What follows belongs to an exercise in optimizing a design on an open flow for small area; a production flow would make more cautious choices.
Function was checked by simulation only, so behaviour that the tests miss may differ from the original.
Power and IR drop assume default switching activity.

==> config.mk <==
export PLATFORM = sky130hd
export DESIGN_NAME = regfile_multiport
export DESIGN_NICKNAME = regfile_multiport
export VERILOG_FILES = /design/flow/design.v
export SDC_FILE = /design/flow/constraint.sdc
export NUM_CORES = 4
export LEC_CHECK = 0
export CAP_MARGIN = 20
export CORE_AREA = 5 5 415 415
export DIE_AREA = 0 0 420 420
export SLEW_MARGIN = 20
==> constraint.sdc <==
create_clock -name core_clock -period 8.0 [get_ports {clk}]
set_input_delay 1.6000 -clock core_clock [delete_from_list [all_inputs] [get_ports {clk}]]
set_output_delay 1.6000 -clock core_clock [all_outputs]
set_load 0.01 [all_outputs]
==> design.v <==
package regfile_pkg;
    typedef enum logic [0:0] {
        S_INIT = 1'b0,
        S_RUN  = 1'b1
    } state_t;
    localparam int XLEN_DEF    = 32;
    localparam int NREGS_DEF   = 32;
    localparam int NRD_DEF     = 2;
    localparam int SP_IDX_DEF  = 2;
    localparam int SP_INIT_DEF = 64;
endpackage
module regfile_read_port #(
    parameter int XLEN  = 32,
    parameter int NREGS = 32,
    parameter int AW    = $clog2(NREGS)
) (
    input  logic [NREGS*XLEN-1:0] regs,
    input  logic [AW-1:0]   sel,
    input  logic            ready,
    input  logic            wr_en,
    input  logic [AW-1:0]   wr_idx,
    input  logic [XLEN-1:0] wr_data,
    output logic [XLEN-1:0] data
);
    always_comb begin
        data = '0;
        if (ready && sel != '0) begin
            if (wr_en && wr_idx == sel) begin
                data = wr_data;
            end else begin
                data = regs[sel*XLEN +: XLEN];
            end
        end
    end
endmodule
module regfile_multiport #(
    parameter int XLEN    = regfile_pkg::XLEN_DEF,
    parameter int NREGS   = regfile_pkg::NREGS_DEF,
    parameter int AW      = $clog2(NREGS),
    parameter int NRD     = regfile_pkg::NRD_DEF,
    parameter int SP_IDX  = regfile_pkg::SP_IDX_DEF,
    parameter int SP_INIT = regfile_pkg::SP_INIT_DEF
) (
    input  logic              clk,
    input  logic              rst_n,
    input  logic              regWrite,
    input  logic [AW-1:0]     rd,
    input  logic [XLEN-1:0]   writeData,
    input  logic [NRD*AW-1:0] rs,
    output logic [NRD*XLEN-1:0] readData,
    output logic [NRD-1:0]    rsPending,
    input  logic              markValid,
    input  logic [AW-1:0]     markRd,
    output logic              ready,
    input  logic [AW-1:0]     displaySelect,
    output logic [XLEN-1:0]   displayData,
    input  logic [AW-1:0]     vgaSelect,
    output logic [XLEN-1:0]   vgaData
);
    regfile_pkg::state_t state;
    logic [AW-1:0]     idx;
    logic [XLEN-1:0]   regs [NREGS];
    logic [NREGS-1:0]  pending;
    logic              wr_en;
    logic [NREGS*XLEN-1:0] regs_flat;
    assign regs_flat[0 +: XLEN] = '0;
    for (genvar i = 1; i < NREGS; i++) begin : g_flat
        assign regs_flat[i*XLEN +: XLEN] = regs[i];
    end
    assign ready = (state == regfile_pkg::S_RUN);
    assign wr_en = ready && regWrite && (rd != '0);
    always_ff @(posedge clk or negedge rst_n) begin
        if (!rst_n) begin
            state <= regfile_pkg::S_INIT;
            idx   <= AW'(1);
        end else if (state == regfile_pkg::S_INIT) begin
            idx <= idx + 1'b1;
            if (idx == AW'(NREGS - 1)) begin
                state <= regfile_pkg::S_RUN;
            end
        end
    end
    always_ff @(posedge clk) begin
        if (state == regfile_pkg::S_INIT) begin
            regs[idx] <= (idx == AW'(SP_IDX)) ? XLEN'(SP_INIT) : '0;
        end else if (wr_en) begin
            regs[rd] <= writeData;
        end
    end
    always_ff @(posedge clk or negedge rst_n) begin
        if (!rst_n) begin
            pending <= '0;
        end else if (ready) begin
            if (wr_en) begin
                pending[rd] <= 1'b0;
            end
            if (markValid && markRd != '0) begin
                pending[markRd] <= 1'b1;
            end
        end
    end
    for (genvar k = 0; k < NRD; k++) begin : g_rd
        regfile_read_port #(
            .XLEN  (XLEN),
            .NREGS (NREGS),
            .AW    (AW)
        ) u_port (
            .regs    (regs_flat),
            .sel     (rs[k*AW +: AW]),
            .ready   (ready),
            .wr_en   (wr_en),
            .wr_idx  (rd),
            .wr_data (writeData),
            .data    (readData[k*XLEN +: XLEN])
        );
        assign rsPending[k] = ready & pending[rs[k*AW +: AW]];
    end
    regfile_read_port #(
        .XLEN  (XLEN),
        .NREGS (NREGS),
        .AW    (AW)
    ) u_display (
        .regs    (regs_flat),
        .sel     (displaySelect),
        .ready   (ready),
        .wr_en   (1'b0),
        .wr_idx  ('0),
        .wr_data ('0),
        .data    (displayData)
    );
    regfile_read_port #(
        .XLEN  (XLEN),
        .NREGS (NREGS),
        .AW    (AW)
    ) u_vga (
        .regs    (regs_flat),
        .sel     (vgaSelect),
        .ready   (ready),
        .wr_en   (1'b0),
        .wr_idx  ('0),
        .wr_data ('0),
        .data    (vgaData)
    );
endmodule
==> run.sh <==
#!/bin/bash
# synth_recipe.tcl (not shown) runs the flow's synth.tcl, then flattens the netlist and writes it again
# the make line also repeats each setting of config.mk as NAME=value (left out here)
make -C /OpenROAD-flow-scripts/flow DESIGN_CONFIG=/design/flow/config.mk WORK_HOME=/design/flow/orfs CLKGATE_MAP_FILE= SYNTH_SCRIPT=/design/flow/synth_recipe.tcl finish
==> summary.txt, run 1 <==
* Register area at 30700 um2
* DP Wirelength at 167000 um
* Clock share of power at 40.3%
* I/O pin cnt at 197
* Synth area leaders: edfxtp_1, mux4_2, mux2_2
* Min-delay worst type: reg -> reg
* Antenna-violating nets left at 0
* Arrival @ worst endpoint at 5.72 ns
* Via Count at 45700
* Core area at 167000 um2
* Max Freq at 0.137 GHz
* Comb power frac at 15.3%
* Initial antenna violation count at 9
* Post-route clock period utilization at 91.5%
* Vias in the first global route at 45000
* Setup CP Type: in -> out
* Family with the most delay on the worst path: simple AND/OR/NAND/NOR gates
* First-pass GRT wire length at 368000 um
* Setup_tns at 0 ns
* Worst Max-Slew Pin Slew at 1.17 ns
* Max-Cap Viols at 0
* Leakage Power at 24.9 nW
* Internal cell power at 9.90 mW
* RSZ-0062 raised after global routing: false
* Crit. End Element: output port
* Primary FF master, synth: edfxtp_1
* Crit-path slowest cell: clkdlybuf4s50_1
* Htree depth at 3
* GRT overflow at 0
* Setup repair bufs after CTS at 0
* Startpoint Class: input port
* Post-Synthesis Cells at 3762
* Routed wire length at 267000 um
* Finished Layout Cells at 6175
* Outcome: no timing/DRC/antenna violations
* DRC at 0
* Clock Path Buffers at 3
* Cell taking the most area after synthesis: edfxtp_1
* CTS tree: yes
* Placed cell count at 5954
* CP peak stage delay at 0.70 ns
* PostCTS Resize Cnt at 0
* Post-synth EDFFs at 992
* Final hold violations at 0
* Avg Inst Size Synth at 17.3 um2
* RePlAce Congestion at 0.880
* Hold_buf cts at 0
* Share of layout cells above drive strength 1 at 40.9%
* Ys async rst share at 3.69%
* Sequential area share after synthesis at 47.1%
* Synth Register Bits at 1030
* Vias per cell at 7.41
* Clk root buf: clkbuf_16
* Slew headroom at 21.8%
* Fillcell total at 14300
* Clock skew after layout at 0.0364 ns
* GRT Resource Usage Total at 29.9%
* Layout area overhead at 13.8%
* Clock buffer count from CTS at 117
* Ys Warns at 2
* Synthesized area at 65300 um2
* Number of buffers and inverters on the critical path at 4
* Worst EP required at 6.40 ns
* Die W at 420 um
* Clk pin slew, worst setup/hold paths at 0.06 ns
* Pins Over Slew Limit at 0
* DR pass1 iterations at 6
* Sw Ratio at 26.7%
* Largest net degree at the start of global routing at 96
* Layout Nets at 3947
* Register share of total power at 44.3%
* # port buffers at 196
* Crit path time final at 7.32 ns
* Mapped Nets at 3839
* Starting Density at 39.0%
* Iteration-0 DRC Markers at 7361
* Synth top area share at 45.6%
* Worst-Skew Late Latency at 0.77 ns
* Die height at 420 um
* NetSw at 3.61 mW
* WL per Instance at 43.2 um
* Final setup violation count at 0
* Multi-input gate area at 32800 um2
* Power per cell area at 182 nW/um2
* Count of cell types in the netlist at 61
* Die area at 176000 um2
* Peak supply drop at 190 uV
* Clock tree sinks at 1030
* Crit Path Max Fanout at 18
* Critical path cell sequence: clkdlybuf4s50_1, inv_1, ha_1, nor3b_1, ha_1, nand3b_1, nor4_1, nand3_4, nor2_4, buf_12, o32a_1, clkdlybuf4s50_1
* Rows at 150
## final timing paths
kind | start | to | slack, ns | cells after the start
max | rd[1] | readData[18] | 0.68 | 12
min | idx[0] | idx[0] | 0.53 | 1
max reg2reg | state | regs[27][25] | 3.62 | 7
min reg2reg | idx[0] | idx[0] | 0.53 | 1
max in group asynchronous | rst_n | state | 6.40 | 1
min in group asynchronous | rst_n | pending[8] | 0.94 | 1
## state kept, by name (all words and copies together) (netlist names)
register,flops
regs,992
pending,32
idx,5
state,1
## cells in the final DEF (no fill, tap or decap), drive strengths merged, types with 64 or more instances in the layout
master / n
nand2: 91
mux4: 996
buf: 214
clkbuf: 129
a22o: 74
edfxtp: 992
nor2: 78
mux2i: 120
a32o: 64
mux2: 175
o21ai: 94
clkdlybuf4s50: 176
## stage by stage
| step | hold slack, ns | utilization [%] | setup slack, ns | instance area [um2] | power, mW |
|---|---|---|---|---|---|
| detailed placement | 0.521 | 42.1 | 0.771 | 70400 | 8.14 |
| floorplan | 0.482 | - | 2.46 | 65300 | 7.28 |
| CTS | 0.534 | 44.4 | 0.742 | 74200 | 13.5 |
| global route | 0.541 | 44.4 | 0.494 | 74300 | 13.8 |
| finish | 0.534 | 44.4 | 0.681 | 74300 | 13.5 |
| global placement | 0.510 | 42.1 | 0.773 | 70400 | 8.12 |
## power by group through the flow
| stage | sequential, mW | combinational (mW) | clock (mW) |
|---|---|---|---|
| global route | 5.99 | 2.13 | 5.70 |
| CTS | 5.99 | 2.04 | 5.47 |
| finish | 5.99 | 2.07 | 5.45 |
| global placement | 6.10 | 2.03 | 0 |
| floorplan | 6.09 | 1.19 | 0 |
| detailed placement | 6.10 | 2.04 | 0 |
## per-layer routing
metal  global-route usage [%]  up-vias  share of wire, %
met3                     8.56      906                13
met5                        0        -            0.0086
met4                     19.0        4               8.2
met2                     45.3     3890                45
met1                     37.8    23900                34
li1                         -    17000                 -
## logic make-up after synthesis
group	synth area share (%)
DFF	47.1
muxes	39.2
adders and majority gates	0.211
buffers and inverters	3.13
AOI/OAI and AO/OA	7.06
and+or+nand+nor	2.97
xor gates and xnor gates	0.282
## cells in the mapped netlist (all sizes together), types with 6 or more instances
master / number
mux4: 996
edfxtp: 992
buf: 230
mux2: 175
clkbuf: 171
mux2i: 120
o21ai: 94
nand2: 91
nor2: 78
a22o: 74
a32o: 64
a21oi: 61
o22ai: 57
nor3: 49
and2: 44
a22oi: 39
dfrtp: 37
a221o: 35
nand3: 34
o221ai: 34
a211oi: 32
a221oi: 31
nand2b: 30
o32a: 25
nor4: 21
nor2b: 19
a21o: 15
xnor2: 14
a211o: 13
ha: 11
inv: 10
a31oi: 7
xor2: 7
a32oi: 6
o31ai: 6
## area by class of cell
type,count,area share (%)
Antenna cell,4,0.0135
Clock buffer,129,4.00
Clock inverter,87,1.09
Inverter,12,0.0640
Multi-Input combinational cell,2319,44.2
Sequential cell,1030,41.4
Tap cell,2204,3.71
Timing Repair Buffer,390,5.52
==> inputs of run 2 (changes only) <==
--- a/config.mk
+++ b/config.mk
@@ -7,5 +7,7 @@
 export LEC_CHECK = 0
 export CAP_MARGIN = 20
 export CORE_AREA = 5 5 415 415
+export CTS_CLUSTER_DIAMETER = 100
+export CTS_CLUSTER_SIZE = 20
 export DIE_AREA = 0 0 420 420
 export SLEW_MARGIN = 20
==> summary.txt, run 2 <==
* Outcome: no timing/DRC/antenna violations
* Ys Warns at 2 (unchanged)
* GRT overflow at 0 (unchanged)
* Die area at 176000 um2 (unchanged)
* Number of buffers and inverters on the critical path at 4 (unchanged)
* Worst setup endpoint: readData[18]
* Slew headroom at 19.6% (-2.2 points)
* # port buffers at 196 (unchanged)
* Synth area leaders: edfxtp_1, mux4_2, mux2_2
* GRT Resource Usage Total at 29.6% (-0.30 points)
* Multi-input gate area at 32800 um2 (about the same)
* Routed wire length at 264000 um (-0.82%)
* Setup repair bufs after CTS at 0 (unchanged)
* Levels on crit path at 12 (unchanged)
* R2R cell count at 7 (unchanged)
* Synth Register Bits at 1030 (unchanged)
* Vias per cell at 7.54 (+1.7%)
* Commonest cells in the synthesized netlist: mux4_2, edfxtp_1, mux2_2, clkbuf_1, buf_2
* Register area at 30700 um2 (unchanged)
* Htree depth at 2 (-1)
* Worst-Skew Late Latency at 0.74 ns (-0.03 ns)
* Cell taking the most area after synthesis: edfxtp_1
* DP Wirelength at 167000 um (unchanged)
* Post-synth EDFFs at 992 (unchanged)
* DR pass1 iterations at 6 (unchanged)
* Share of layout cells above drive strength 1 at 39.5% (-1.4 points)
* CTS tree: yes
* Fillcell total at 14400 (+1.0%)
* Pins Over Slew Limit at 0 (unchanged)
* Final hold violations at 0 (unchanged)
* Worst reg2reg setup slack at 3.56 ns (-0.06 ns)
* CP peak stage delay at 0.70 ns (about the same)
* Post-Synthesis Cells at 3762 (unchanged)
* Clock tree sinks at 1030 (unchanged)
* Primary FF master, synth: edfxtp_1
* Clk root buf: clkbuf_16
* Layout Nets at 3889 (-1.5%)
* Post-route clock period utilization at 91.3% (-0.20 points)
* PostCTS Resize Cnt at 0 (unchanged)
* RR Endpoint: regs[12][27]
* Rows at 150 (unchanged)
* Worst EP required at 6.40 ns (about the same)
* Min-delay worst type: reg -> reg
* Startpoint Class: input port
* Max FFs per register at 992 (unchanged)
* Sequential area share after synthesis at 47.1% (unchanged)
* RSZ-0062 raised after global routing: false
* Vias in the first global route at 44400 (-1.4%)
* Leakage Power at 23.9 nW (-4.1%)
* Crit. End Element: output port
* Initial antenna violation count at 17 (+8)
* FF-to-FF Start: state
* Biggest register: regs
* Iteration-0 DRC Markers at 7276 (-1.2%)
* Family with the most delay on the worst path: simple AND/OR/NAND/NOR gates
* Crit path time final at 7.30 ns (-0.0157 ns)
* Via Count at 45500 (-0.45%)
* Worst Max-Slew Pin Slew at 1.21 ns (+0.0328 ns)
* Count of cell types in the netlist at 61 (unchanged)
* Crit Path Max Fanout at 18 (unchanged)
* Final setup violation count at 0 (unchanged)
* Top Registers: regs (992), pending (32), idx (5)
* Layout area overhead at 10.5%
* Clock skew after layout at 0.0517 ns (+0.0153 ns)
* Power Total at 11.3 mW (-16%)
* Clock Path Buffers at 3 (unchanged)
* RePlAce Congestion at 0.880 (unchanged)
* Crit-path slowest cell: clkdlybuf4s50_1
* First-pass GRT wire length at 364000 um (-0.86%)
* Largest net degree at the start of global routing at 96 (unchanged)
* Core area at 167000 um2 (unchanged)
* Synth top area share at 45.6% (unchanged)
* Hold_buf cts at 0 (unchanged)
* Worst Setup SP: rd[1]
* Die height at 420 um (unchanged)
* Max-Cap Viols at 0 (unchanged)
* Starting Density at 39.0% (unchanged)
* Critical path cell sequence: clkdlybuf4s50_1, inv_1, ha_1, nor3b_1, ha_1, nand3b_1, nor4_1, nand3_4, nor2_4, buf_12, o32a_1, clkdlybuf4s50_1
* Commonest cells after routing, fill and taps aside: mux4_2, edfxtp_1, clkdlybuf4s50_1, mux2_2, buf_4
* Top-count cell post-synth: mux4_2
* Setup_tns at 0 ns (unchanged)
* Arrival @ worst endpoint at 5.70 ns (-0.02 ns)
* I/O pin cnt at 197 (unchanged)
* Max Freq at 0.137 GHz (+0.22%)
* Synthesized area at 65300 um2 (unchanged)
* Clock buffer count from CTS at 58 (-50%)
* DRC at 0 (unchanged)
* Peak supply drop at 182 uV (-4.0%)
* Most common cell after layout, fill and taps aside: mux4_2
* WL per Instance at 43.8 um (+1.4%)
* Mapped Nets at 3839 (unchanged)
* Clk pin slew, worst setup/hold paths at 0.08 ns (+0.02 ns)
* Avg Inst Size Synth at 17.3 um2 (unchanged)
* Die W at 420 um (unchanged)
* Ys async rst share at 3.69% (unchanged)
* Post-layout util at 43.1% (-1.3 points)
* Power per cell area at 157 nW/um2 (-14%)
* Setup CP Type: in -> out
* Antenna-violating nets left at 0 (unchanged)
## run 2: cell counts after synthesis
Identical to the previous run, type by type.
## run 2: worst min-delay path by stage
| stage | start | endpoint | slack [ns] | depth (start not counted) |
|---|---|---|---|---|
| floorplan | pending[14] | pending[14] | 0.48 | 2 |
| global placement | pending[14] | pending[14] | 0.51 | 2 |
| detailed placement | idx[0] | idx[0] | 0.52 | 1 |
| CTS | idx[0] | idx[0] | 0.54 | 1 |
| global route | idx[0] | idx[0] | 0.55 | 1 |
| finish | idx[0] | idx[0] | 0.54 | 1 |
## run 2: final cells by class
| cell class | count | share of cell area, % |
|---|---|---|
| tap | 2204 | 3.82 |
| multi-input combinational | 2319 | 45.5 |
| timing repair buffer | 391 | 5.70 |
| antenna | 9 | 0.0312 |
| clock inverter | 3 | 0.0520 |
| clock buffer | 74 | 2.18 |
| sequential | 1030 | 42.6 |
| inverter | 12 | 0.0659 |
## run 2: through the flow
stage          area, um2  std cells  hold WS [ns]  worst slack [ns]
3_5_place_dp       70400       5954         0.521             0.771
6_report           72100       6042         0.539             0.697
2_1_floorplan      65300       3762         0.482              2.46
3_3_place_gp       70400       5952         0.510             0.773
4_1_cts            72100       6031         0.538             0.756
5_1_grt            72100       6035         0.545             0.500
## run 2: kinds of logic (layout without fill, tap and decap cells)
logic type | Yosys count | count (layout) | share of synthesized area, %
other | 0 | 9 | 0
buffers and inverters | 413 | 480 | 3.13
XOR/XNOR | 21 | 21 | 0.282
AND/OR/NAND/NOR | 391 | 391 | 2.97
multiplexers | 1291 | 1291 | 39.2
adder cells (fa/ha/maj) | 11 | 11 | 0.211
AO/OA/AOI/OAI | 605 | 605 | 7.06
flip-flops | 1030 | 1030 | 47.1
## run 2: power breakdown
| part | leakage [nW] | internal, mW | switching, mW |
|---|---|---|---|
| clock network | 0.785 | 1.38 | 1.86 |
| logic | 12.3 | 0.851 | 1.22 |
| registers | 10.8 | 5.95 | 0.0272 |
| total | 23.9 | 8.18 | 3.12 |
## run 2: routing by layer
| metal | vias to the layer above | part of all wire, % | GRT usage [%] |
|---|---|---|---|
| li1 | 16800 | - | - |
| met1 | 24000 | 34 | 38.0 |
| met2 | 3852 | 45 | 45.3 |
| met3 | 865 | 13 | 7.38 |
| met4 | 12 | 7.8 | 18.2 |
| met5 | - | 0.032 | 0 |
==> inputs of run 3 (changes only) <==
--- a/config.mk
+++ b/config.mk
@@ -8,6 +8,6 @@
 export CAP_MARGIN = 20
 export CORE_AREA = 5 5 415 415
 export CTS_CLUSTER_DIAMETER = 100
-export CTS_CLUSTER_SIZE = 20
+export CTS_CLUSTER_SIZE = 25
 export DIE_AREA = 0 0 420 420
 export SLEW_MARGIN = 20
==> summary.txt, run 3 <==
* Worst EP required at 6.40 ns (about the same)
* Setup repair bufs after CTS at 0 (unchanged)
* Setup CP Type: in -> out
* DRC at 0 (unchanged)
* CTS tree: yes
* Synth Register Bits at 1030 (unchanged)
* PostCTS Resize Cnt at 0 (unchanged)
* Leakage Power at 23.9 nW (about the same)
* Peak supply drop at 155 uV (-15%)
* Largest net degree at the start of global routing at 96 (unchanged)
* Clk pin slew, worst setup/hold paths at 0.09 ns (about the same)
* Hold_buf cts at 0 (unchanged)
* Clock tree sinks at 1030 (unchanged)
* Pins Over Slew Limit at 0 (unchanged)
* Antenna-violating nets left at 0 (unchanged)
* DR pass1 iterations at 6 (unchanged)
* Worst-Skew Late Latency at 0.71 ns (-0.03 ns)
* Vias per cell at 7.49 (-0.60%)
* Ys async rst share at 3.69% (unchanged)
* Rows at 150 (unchanged)
* Max-Cap Viols at 0 (unchanged)
* Commonest cells after routing, fill and taps aside: mux4_2, edfxtp_1, clkdlybuf4s50_1, mux2_2, buf_4
* RSZ-0062 raised after global routing: false
* Initial antenna violation count at 13 (-4)
* Die height at 420 um (unchanged)
* R2R cell count at 7 (unchanged)
* Outcome: no timing/DRC/antenna violations
* Count of cell types in the netlist at 61 (unchanged)
* Post-route clock period utilization at 91.2% (about the same)
* WL per Instance at 43.8 um (+0.14%)
* Biggest register: regs
* I/O pin cnt at 197 (unchanged)
* Synthesized area at 65300 um2 (unchanged)
* Max FFs per register at 992 (unchanged)
* Startpoint Class: input port
* Via Count at 45200 (-0.71%)
* Top Registers: regs (992), pending (32), idx (5)
* Clock buffer count from CTS at 50 (-14%)
* Final hold violations at 0 (unchanged)
* Hold WS at 0.538 ns (-0.000916 ns)
* Mapped Nets at 3839 (unchanged)
* Arrival @ worst endpoint at 5.70 ns (about the same)
* Layout Nets at 3881 (-0.21%)
* Die area at 176000 um2 (unchanged)
* Most common cell after layout, fill and taps aside: mux4_2
* GRT overflow at 0 (unchanged)
* Share of layout cells above drive strength 1 at 39.5% (+0.052 points)
* Post-synth EDFFs at 992 (unchanged)
* Htree depth at 2 (unchanged)
* Hold-critical path depth at 1 (unchanged)
* GRT Resource Usage Total at 29.6% (about the same)
* Top-count cell post-synth: mux4_2
* Slew headroom at 20.5% (+0.91 points)
* Clk root buf: clkbuf_16
* Setup_tns at 0 ns (unchanged)
* Cell taking the most area after synthesis: edfxtp_1
* Layout area overhead at 10.4% (about the same)
* # port buffers at 196 (unchanged)
* Post-Synthesis Cells at 3762 (unchanged)
* Core area at 167000 um2 (unchanged)
* Crit. End Element: output port
* Clock skew after layout at 0.0426 ns (-0.00908 ns)
* Vias in the first global route at 44400 (+0.0068%)
* Die W at 420 um (unchanged)
* DP Wirelength at 167000 um (unchanged)
* Met2 wire len at 119000 um (-0.39%)
* Power per cell area at 157 nW/um2 (about the same)
* Final setup violation count at 0 (unchanged)
* Starting Density at 39.0% (unchanged)
* Wire length on met1 at 90500 um (-0.35%)
* Iteration-0 DRC Markers at 7287 (+0.15%)
* Sequential area share after synthesis at 47.1% (unchanged)
* Clock Path Buffers at 3 (unchanged)
* Max Freq at 0.137 GHz (about the same)
* Crit path time final at 7.30 ns (-0.00372 ns)
* First-pass GRT wire length at 365000 um (about the same)
* Ys Warns at 2 (unchanged)
* Crit Path Max Fanout at 18 (unchanged)
* Synth top area share at 45.6% (unchanged)
* Commonest cells in the synthesized netlist: mux4_2, edfxtp_1, mux2_2, clkbuf_1, buf_2
* Worst Max-Slew Pin Slew at 1.19 ns (-0.0137 ns)
* Routed wire length at 265000 um (about the same)
* DR top layer: met5
* Synth area leaders: edfxtp_1, mux4_2, mux2_2
* Avg Inst Size Synth at 17.3 um2 (unchanged)
* RePlAce Congestion at 0.880 (unchanged)
* Min-delay worst type: reg -> reg
* Primary FF master, synth: edfxtp_1
* Length of routed met3 wiring at 33800 um (+0.49%)
==> run 3: logic make-up (layout without fill, tap and decap cells) <==
group	count (synthesis)	in the layout	share of synthesized area, %
other	0	2	0
AOI/OAI and AO/OA	605	605	7.06
xor gates and xnor gates	21	21	0.282
DFF	1030	1030	47.1
and+or+nand+nor	391	391	2.97
muxes	1291	1291	39.2
adders and majority gates	11	11	0.211
buffers and inverters	413	480	3.13
==> run 3: worst paths after layout <==
| kind | start | to | slack [ns] |
|---|---|---|---|
| hold reg to reg | idx[0] | idx[0] | 0.54 |
| setup reg to reg | state | regs[12][26] | 3.64 |
| min in group asynchronous | rst_n | idx[3] | 1.00 |
| max in group asynchronous | rst_n | state | 6.35 |
| setup / recovery | rd[1] | readData[18] | 0.70 |
| hold / removal | idx[0] | idx[0] | 0.54 |
==> run 3: routing by layer <==
layer / up-vias / GRT usage (%)
li1: 16800 / -
met1: 23900 / 37.8
met2: 3778 / 45.2
met3: 812 / 7.42
met4: 6 / 18.8
met5: - / 0
==> run 3: worst max-delay path: stages <==
cell,delay [ns]
clkdlybuf4s50_1,0.70
inv_1,0.14
ha_1,0.25
nor3b_1,0.15
ha_1,0.21
nand3b_1,0.36
nor4_1,0.57
nand3_4,0.24
nor2_4,0.42
buf_12,0.29
o32a_1,0.21
clkdlybuf4s50_1,0.54
==> run 3: layout make-up <==
class / count / area, um2
fillers: 14400 / 95200
multi-input cells: 2319 / 32800
flip-flops and latches: 1030 / 30700
repair buffers: 391 / 4110
well taps: 2204 / 2760
clock buffers: 64 / 1370
clock inverters: 13 / 211
inverters: 12 / 47.5
diodes: 2 / 5.00
==> run 3: power by group <==
part / switching, mW / leakage [nW] / internal [mW] / total [mW]
registers: 0.0272 / 10.8 / 5.95 / 5.98
logic: 1.22 / 12.3 / 0.851 / 2.07
clock network: 1.88 / 0.769 / 1.36 / 3.25
==> run 3: through the flow <==
step	instance area [um2]	setup WS [ns]	std cells	util (%)	power [mW]
2_1_floorplan	65300	2.46	3762	-	7.28
3_3_place_gp	70400	0.773	5952	42.1	8.12
3_5_place_dp	70400	0.771	5954	42.1	8.14
4_1_cts	72000	0.756	6031	43.1	11.3
5_1_grt	72100	0.498	6033	43.1	11.5
6_report	72100	0.701	6035	43.1	11.3
==> inputs of run 4 (changes only) <==
--- a/design.v
+++ b/design.v
@@ -63,8 +63,7 @@
     logic [NREGS-1:0]  pending;
     logic              wr_en;
     logic [NREGS*XLEN-1:0] regs_flat;
-    assign regs_flat[0 +: XLEN] = '0;
-    for (genvar i = 1; i < NREGS; i++) begin : g_flat
+    for (genvar i = 0; i < NREGS; i++) begin : g_flat
         assign regs_flat[i*XLEN +: XLEN] = regs[i];
     end
     assign ready = (state == regfile_pkg::S_RUN);
--- a/config.mk
+++ b/config.mk
@@ -7,7 +7,5 @@
 export LEC_CHECK = 0
 export CAP_MARGIN = 20
 export CORE_AREA = 5 5 415 415
-export CTS_CLUSTER_DIAMETER = 100
-export CTS_CLUSTER_SIZE = 25
 export DIE_AREA = 0 0 420 420
 export SLEW_MARGIN = 20
==> summary.txt, run 4 <==
* Critical path cell sequence: clkdlybuf4s50_1, buf_4, inv_1, ha_1, nor3b_1, ha_1, nand3b_1, buf_4, nor4_4, buf_4, a221o_1, clkdlybuf4s50_1
* Worst Max-Slew Pin Slew at 1.22 ns (+0.0269 ns)
* R2R cell count at 7 (unchanged)
* Share of layout cells above drive strength 1 at 24.4% (-15 points)
* Clk pin slew, worst setup/hold paths at 0.06 ns (-0.03 ns)
* Clock buffer count from CTS at 118 (+140%)
* CP peak stage delay at 0.78 ns (+0.08 ns)
* Final hold violations at 0 (unchanged)
* Layout Nets at 4620 (+19%)
* Ys async rst share at 3.58% (-0.11 points)
* Sequential area share after synthesis at 47.0% (-0.10 points)
* Largest net degree at the start of global routing at 82 (-15%)
* Count of cell types in the netlist at 65 (+6.6%)
* Setup repair bufs after CTS at 0 (unchanged)
* Routed wire length at 280000 um (+5.8%)
* RR Endpoint: regs[19][15]
* Min-delay worst type: reg -> reg
* Vias in the first global route at 50100 (+13%)
* Clock tree sinks at 1062 (+3.1%)
* Pins Over Slew Limit at 0 (unchanged)
* WL per Instance at 40.8 um (-7.0%)
* Top-count cell post-synth: edfxtp_1
* Synth Register Bits at 1062 (+3.1%)
* First-pass GRT wire length at 389000 um (+6.7%)
* Crit Path Max Fanout at 19 (+1)
* Worst-Skew Late Latency at 0.78 ns (+0.07 ns)
* Max Freq at 0.143 GHz (+4.7%)
* Worst reg2reg setup slack at 3.86 ns (+0.22 ns)
* Crit path top cell by count: buf_4
* Rows at 150 (unchanged)
* Peak supply drop at 184 uV (+19%)
* Commonest cells after routing, fill and taps aside: edfxtp_1, mux2i_1, mux4_2, o221ai_1, a21oi_1
* Worst setup endpoint: readData[1]
* DRC at 0 (unchanged)
* Post-Synthesis Cells at 4478 (+19%)
* Power Total at 13.9 mW (+23%)
* Antenna-violating nets left at 0 (unchanged)
* # port buffers at 196 (unchanged)
* Fillcell total at 14400 (-0.51%)
* Core area at 167000 um2 (unchanged)
* Synthesized area at 67400 um2 (+3.4%)
* Clock skew after layout at 0.0411 ns (-0.00157 ns)
* Crit. End Element: output port
* Biggest register: regs
* Setup CP Type: in -> out
* Die height at 420 um (unchanged)
* Synth top area share at 45.6% (-0.056 points)
* Starting Density at 40.3% (+1.3 points)
* Die W at 420 um (unchanged)
* Most common cell after layout, fill and taps aside: edfxtp_1
* GRT overflow at 0 (unchanged)
* Top Registers: regs (1024), pending (32), idx (5)
* Primary FF master, synth: edfxtp_1
* Cell taking the most area after synthesis: edfxtp_1
* Final setup violation count at 0 (unchanged)
* Iteration-0 DRC Markers at 7417 (+1.8%)
* Power per cell area at 183 nW/um2 (+17%)
* Htree depth at 3 (+1)
* Setup_tns at 0 ns (unchanged)
* Worst Setup SP: rd[1]
* Avg Inst Size Synth at 15.1 um2 (-13%)
* Layout area overhead at 13.1%
* Commonest cells in the synthesized netlist: edfxtp_1, mux2i_1, mux4_2, o221ai_1, a21oi_1
* Worst EP required at 6.40 ns (about the same)
* Clk root buf: clkbuf_16
* CTS tree: yes
* Synth area leaders: edfxtp_1, mux4_2, mux2i_1
* Leakage Power at 26.8 nW (+12%)
* GRT Resource Usage Total at 31.1% (+1.5 points)
* Post-route clock period utilization at 87.1% (-4.1 points)
* Number of buffers and inverters on the critical path at 6 (+2)
* DP Wirelength at 161000 um (-3.3%)
* Post-synth EDFFs at 1024 (+3.2%)
* Clock Path Buffers at 3 (unchanged)
* Crit path time final at 6.97 ns (-0.329 ns)
* Max-Cap Viols at 0 (unchanged)
* Arrival @ worst endpoint at 5.37 ns (-0.33 ns)
* Initial antenna violation count at 5 (-8)
* Die area at 176000 um2 (unchanged)
* Outcome: no timing/DRC/antenna violations
* Ys Warns at 2 (unchanged)
* RSZ-0062 raised after global routing: false
* Slew headroom at 18.6% (-1.9 points)
* RePlAce Congestion at 0.904 (+2.7%)
* Max FFs per register at 1024 (+3.2%)
* Hold_buf cts at 0 (unchanged)
* Mapped Nets at 4555 (+19%)
* DR pass1 iterations at 6 (unchanged)
* Family with the most delay on the worst path: buffers and inverters
* I/O pin cnt at 197 (unchanged)
* Vias per cell at 7.46 (-0.46%)
* Levels on crit path at 12 (unchanged)
* PostCTS Resize Cnt at 0 (unchanged)
* FF-to-FF Start: state
* Crit-path slowest cell: clkdlybuf4s50_1
* Hold-critical path depth at 1 (unchanged)
* Startpoint Class: input port
* Via Count at 51200 (+13%)
[run 4: cell types whose count changed in the layout (fill, tap and decap cells not counted), moves of 64 or more]
cell       previous run  this run
mux2_2              175         1
o22ai_1              57       141
clkbuf_16            53       119
mux4_2              996       650
o221ai_1             34       314
a21oi_1              61       257
a32o_1               64         0
mux2i_1             120       846
[run 4: final cells by class]
cell class	instances	area (um2)	share of cell area, %
multi-input cells	2949	33700	44.2
flip-flops and latches	1062	31700	41.6
repair buffers	395	4090	5.37
clock buffers	136	3040	3.99
well taps	2204	2760	3.62
clock inverters	85	855	1.12
inverters	17	71.3	0.0935
diodes	13	32.5	0.0427
[run 4: per-layer routing]
layer  vias to the layer above  global-route usage, %  part of all wire (%)
li1                      19700                      -                     -
met1                     26300                   40.5                    36
met2                      4174                   46.9                    44
met3                       982                   7.81                    13
met4                         2                   19.3                   7.2
met5                         -                      0                0.0043
[run 4: worst min-delay path by stage]
stage | end | start | slack, ns
after floorplan | pending[6] | pending[6] | 0.48
after CTS | idx[0] | idx[0] | 0.52
final | idx[0] | idx[0] | 0.52
after global placement | pending[29] | pending[29] | 0.51
after detailed placement | idx[0] | idx[0] | 0.51
after global routing | idx[0] | idx[0] | 0.54
[run 4: stage by stage]
stage / hold slack, ns / cells / utilization (%) / setup WS (ns) / instance area, um2
detailed placement: 0.515 / 6626 / 43.2 / 1.08 / 72300
finish: 0.523 / 6861 / 45.6 / 1.03 / 76300
global route: 0.543 / 6851 / 45.6 / 0.980 / 76200
CTS: 0.523 / 6847 / 45.6 / 1.07 / 76200
floorplan: 0.482 / 4478 / - / 2.62 / 67400
global placement: 0.505 / 6625 / 43.2 / 0.560 / 72300
[run 4: cells by family after synthesis]
kind of cell	share of synthesized area, %
adder cells (fa/ha/maj)	0.204
XOR/XNOR	0.286
multiplexers	34.3
AND/OR/NAND/NOR	2.12
buffers and inverters	3.62
AO/OA/AOI/OAI	12.5
flip-flops	47.0
[run 4: worst reg2reg max path: cells and delay by family (launching register included)]
kind | cells | cell delay [ns]
AO/OA/AOI/OAI | 1 | 0.37
buffers and inverters | 3 | 1.21
flip-flops | 1 | 0.58
AND/OR/NAND/NOR | 3 | 1.61
[run 4: report_power, final]
group	internal, mW	total [mW]	leakage, nW	switching (mW)
registers	6.15	6.17	11.1	0.0258
logic	0.822	2.17	13.7	1.35
clock network	3.18	5.60	1.89	2.42
total	10.1	13.9	26.8	3.80
==> inputs of run 5 (changes only) <==
--- a/design.v
+++ b/design.v
@@ -63,7 +63,8 @@
     logic [NREGS-1:0]  pending;
     logic              wr_en;
     logic [NREGS*XLEN-1:0] regs_flat;
-    for (genvar i = 0; i < NREGS; i++) begin : g_flat
+    assign regs_flat[0 +: XLEN] = '0;
+    for (genvar i = 1; i < NREGS; i++) begin : g_flat
         assign regs_flat[i*XLEN +: XLEN] = regs[i];
     end
     assign ready = (state == regfile_pkg::S_RUN);
--- a/config.mk
+++ b/config.mk
@@ -6,6 +6,8 @@
 export NUM_CORES = 4
 export LEC_CHECK = 0
 export CAP_MARGIN = 20
-export CORE_AREA = 5 5 415 415
-export DIE_AREA = 0 0 420 420
+export CORE_AREA = 5 5 345 345
+export CTS_CLUSTER_DIAMETER = 100
+export CTS_CLUSTER_SIZE = 20
+export DIE_AREA = 0 0 350 350
 export SLEW_MARGIN = 20
==> summary.txt, run 5 <==
* Top Registers: regs (992), pending (32), idx (5)
* Clk root buf: clkbuf_16
* Max-Cap Viols at 0 (unchanged)
* Leakage Power at 23.9 nW (-11%)
* GRT overflow at 0 (unchanged)
* Hold Path Origin: pending[20]
* Slew headroom at 12.6% (-6.0 points)
* Clk pin slew, worst setup/hold paths at 0.09 ns (+0.03 ns)
* Via Count at 46500 (-9.0%)
* Clock skew after layout at 0.0219 ns (-0.0191 ns)
* Synth area leaders: edfxtp_1, mux4_2, mux2_2
* Worst Setup SP: rs[2]
* Hold_buf cts at 0 (unchanged)
* Commonest cells in the synthesized netlist: mux4_2, edfxtp_1, mux2_2, clkbuf_1, buf_2
* RePlAce Congestion at 0.941 (+4.1%)
* Sequential area share after synthesis at 47.1% (+0.10 points)
* GRT Resource Usage Total at 44.1% (+13 points)
* Largest net degree at the start of global routing at 80 (-2.4%)
* Final setup violation count at 0 (unchanged)
* Synth Register Bits at 1030 (-3.0%)
* Avg Inst Size Synth at 17.3 um2 (+15%)
* Routed wire length at 270000 um (-3.4%)
* Die height at 350 um (-17%)
* Largest family of logic cells by synthesized area: multiplexers
* Power per cell area at 160 nW/um2 (-13%)
* Starting Density at 56.9% (+17 points)
* Share of layout cells above drive strength 1 at 39.5% (+15 points)
* Top-count cell post-synth: mux4_2
* RSZ-0062 raised after global routing: false
* Layout Nets at 3890 (-16%)
* Count of cell types in the netlist at 61 (-6.2%)
* Rows at 124 (-17%)
* Antenna-violating nets left at 0 (unchanged)
* Cell taking the most area after synthesis: edfxtp_1
* Htree depth at 2 (-1)
* Max Freq at 0.134 GHz (-6.8%)
* Commonest cells after routing, fill and taps aside: mux4_2, edfxtp_1, clkdlybuf4s50_1, mux2_2, buf_4
* Post-synthesis mux area share at 39.2% (+5.0 points)
* Ys Warns at 2 (unchanged)
* Most common cell after layout, fill and taps aside: mux4_2
* Design area at 71200 um2 (-6.6%)
* Worst Max-Slew Pin Slew at 1.30 ns (+0.0814 ns)
* Synth top area share at 45.6% (+0.056 points)
* Die area at 123000 um2 (-31%)
* Outcome: no timing/DRC/antenna violations
* Startpoint Class: input port
* Fillcell total at 8080 (-44%)
* Max FFs per register at 992 (-3.1%)
* Power Total at 11.4 mW (-18%)
* Min-delay worst type: reg -> reg
* Crit path time final at 7.48 ns (+0.511 ns)
* Arrival @ worst endpoint at 5.88 ns (+0.51 ns)
* DP Wirelength at 163000 um (+1.2%)
* Clock tree sinks at 1030 (-3.0%)
* Crit Path Max Fanout at 24 (+5)
* Iteration-0 DRC Markers at 7877 (+6.2%)
* DRC at 0 (unchanged)
* I/O pin cnt at 197 (unchanged)
* WL per Instance at 50.5 um (+24%)
* Synth Area in Compound Gates at 7.06% (-5.4 points)
* Biggest register: regs
* Xor/xnor share of the synthesized area at 0.282% (-0.0038 points)
* Vias in the first global route at 45800 (-8.6%)
* Crit. End Element: output port
* Clock buffer count from CTS at 58 (-51%)
* Mapped Nets at 3839 (-16%)
* # port buffers at 196 (unchanged)
* Die W at 350 um (-17%)
* Core area at 115000 um2 (-31%)
* Primary FF master, synth: edfxtp_1
* First-pass GRT wire length at 372000 um (-4.5%)
* Final hold violations at 0 (unchanged)
* Initial antenna violation count at 10 (+5)
* Pins Over Slew Limit at 0 (unchanged)
* Worst-Skew Late Latency at 0.74 ns (-0.04 ns)
* Peak supply drop at 228 uV (+24%)
* Worst EP required at 6.40 ns (about the same)
* Setup repair bufs after CTS at 0 (unchanged)
* DR pass1 iterations at 6 (unchanged)
* CTS tree: yes
* Post-Synthesis Cells at 3762 (-16%)
* Vias per cell at 8.70 (+17%)
* Post-synthesis simple-gate area fraction at 2.97% (+0.85 points)
* Setup CP Type: in -> out
* Synthesized area at 65300 um2 (-3.2%)
* Post-synthesis adder-cell area fraction at 0.211% (+0.0068 points)
* Post-layout util at 62.1% (+17 points)
* Ys async rst share at 3.69% (+0.11 points)
* PostCTS Resize Cnt at 0 (unchanged)
* Setup_tns at 0 ns (unchanged)
* Post-route clock period utilization at 93.5% (+6.4 points)
* Placed cell area at 69500 um2 (-3.9%)
* Clock Path Buffers at 3 (unchanged)
* Layout area overhead at 9.14%
* FF-to-FF Start: state
* Post-synth EDFFs at 992 (-3.1%)
[run 5: cell types whose count changed after synthesis, moves of 64 or more]
cell,change
mux4_2,+346
o221ai_1,-280
mux2i_1,-726
mux2_2,+174
o22ai_1,-84
a32o_1,+64
a21oi_1,-196
[run 5: stage by stage]
stage	hold WS, ns	setup WS [ns]	std cells
floorplan	0.482	2.46	3762
global placement	0.505	0.764	5259
detailed placement	0.525	0.767	5259
CTS	0.546	0.750	5337
global route	0.569	0.459	5343
finish	0.546	0.519	5348
[run 5: cell families after synthesis]
kind of cell / after synthesis
AO/OA/AOI/OAI: 605
XOR/XNOR: 21
adder cells (fa/ha/maj): 11
buffers and inverters: 413
flip-flops: 1030
multiplexers: 1291
AND/OR/NAND/NOR: 391
[run 5: final timing paths]
kind                                     end  slack (ns)  cells past startpoint
worst max-delay path            readData[28]        0.52                      8
worst min-delay path             pending[20]        0.55                      2
worst max register to register   regs[4][22]        3.67                      7
worst min register to register   pending[20]        0.55                      2
max in group asynchronous        pending[23]        6.10                      2
min in group asynchronous              state        1.14                      1
[run 5: area by class of cell]
type	count	area [um2]	area share (%)
antenna	5	12.5	0.0176
clock buffer	72	1570	2.20
clock inverter	6	65.1	0.0914
inverter	12	46.3	0.0650
multi-input combinational	2319	32800	46.1
sequential	1030	30700	43.2
tap	1512	1890	2.66
timing repair buffer	392	4090	5.74
[run 5: layer usage]
metal	part of all wire (%)	GRT usage [%]	vias up
met2	44	64.2	4583
met1	32	57.0	24100
met4	7.9	26.7	4
li1	-	-	16800
met5	0.0085	0	-
met3	17	16.6	1041
[run 5: power breakdown]
group | total [mW] | internal, mW | switching (mW)
combinational | 2.12 | 0.853 | 1.27
sequential | 5.98 | 5.95 | 0.0271
clock | 3.27 | 1.41 | 1.86
total | 11.4 | 8.21 | 3.16
[run 5: critical path: stages]
cell and delay [ns]:
buf_6 0.29, or2_1 0.49, or3_1 0.26, nand3_2 0.68, buf_4 0.59, nor3_1 1.09, o32a_1 0.26, clkdlybuf4s50_1 0.55

[what the ideal ports hide]
The flow's constraints put no driver on any port. The routed layouts listed below were extracted and timed again, unchanged, in two steps. Step 1, drivers: a clkbuf_16 drives clk and a buf_2 each remaining input, both assumed. Step 2 times the ports against the registers' clock, not the clock port: input delays grow and output delays shrink by t, the midpoint of the rising clock arrivals with the driver on. a / b / c = no drivers / after step 1 / after step 2; a / b = the first two.
run | shift t [ns] | slack for setup (ns) | worst hold slack (ns)
run 1 | 0.845 | 0.681 / 0.648 / 0.648 | 0.534 / 0.534 / 0.534
run 2 | 0.796 | 0.697 / 0.667 / 0.667 | 0.539 / 0.539 / 0.539
run 3 | 0.777 | 0.701 / 0.671 / 0.671 | 0.538 / 0.538 / 0.538
run 4 | 0.841 | 1.030 / 1.005 / 1.005 | 0.523 / 0.523 / 0.523
run 5 | 0.802 | 0.519 / 0.477 / 0.477 | 0.546 / 0.546 / 0.546
After both steps every run listed still meets setup and hold. For run 5, which loses most, drivers alone change the setup slack by -0.042 ns; drivers and shift together by -0.042 ns.
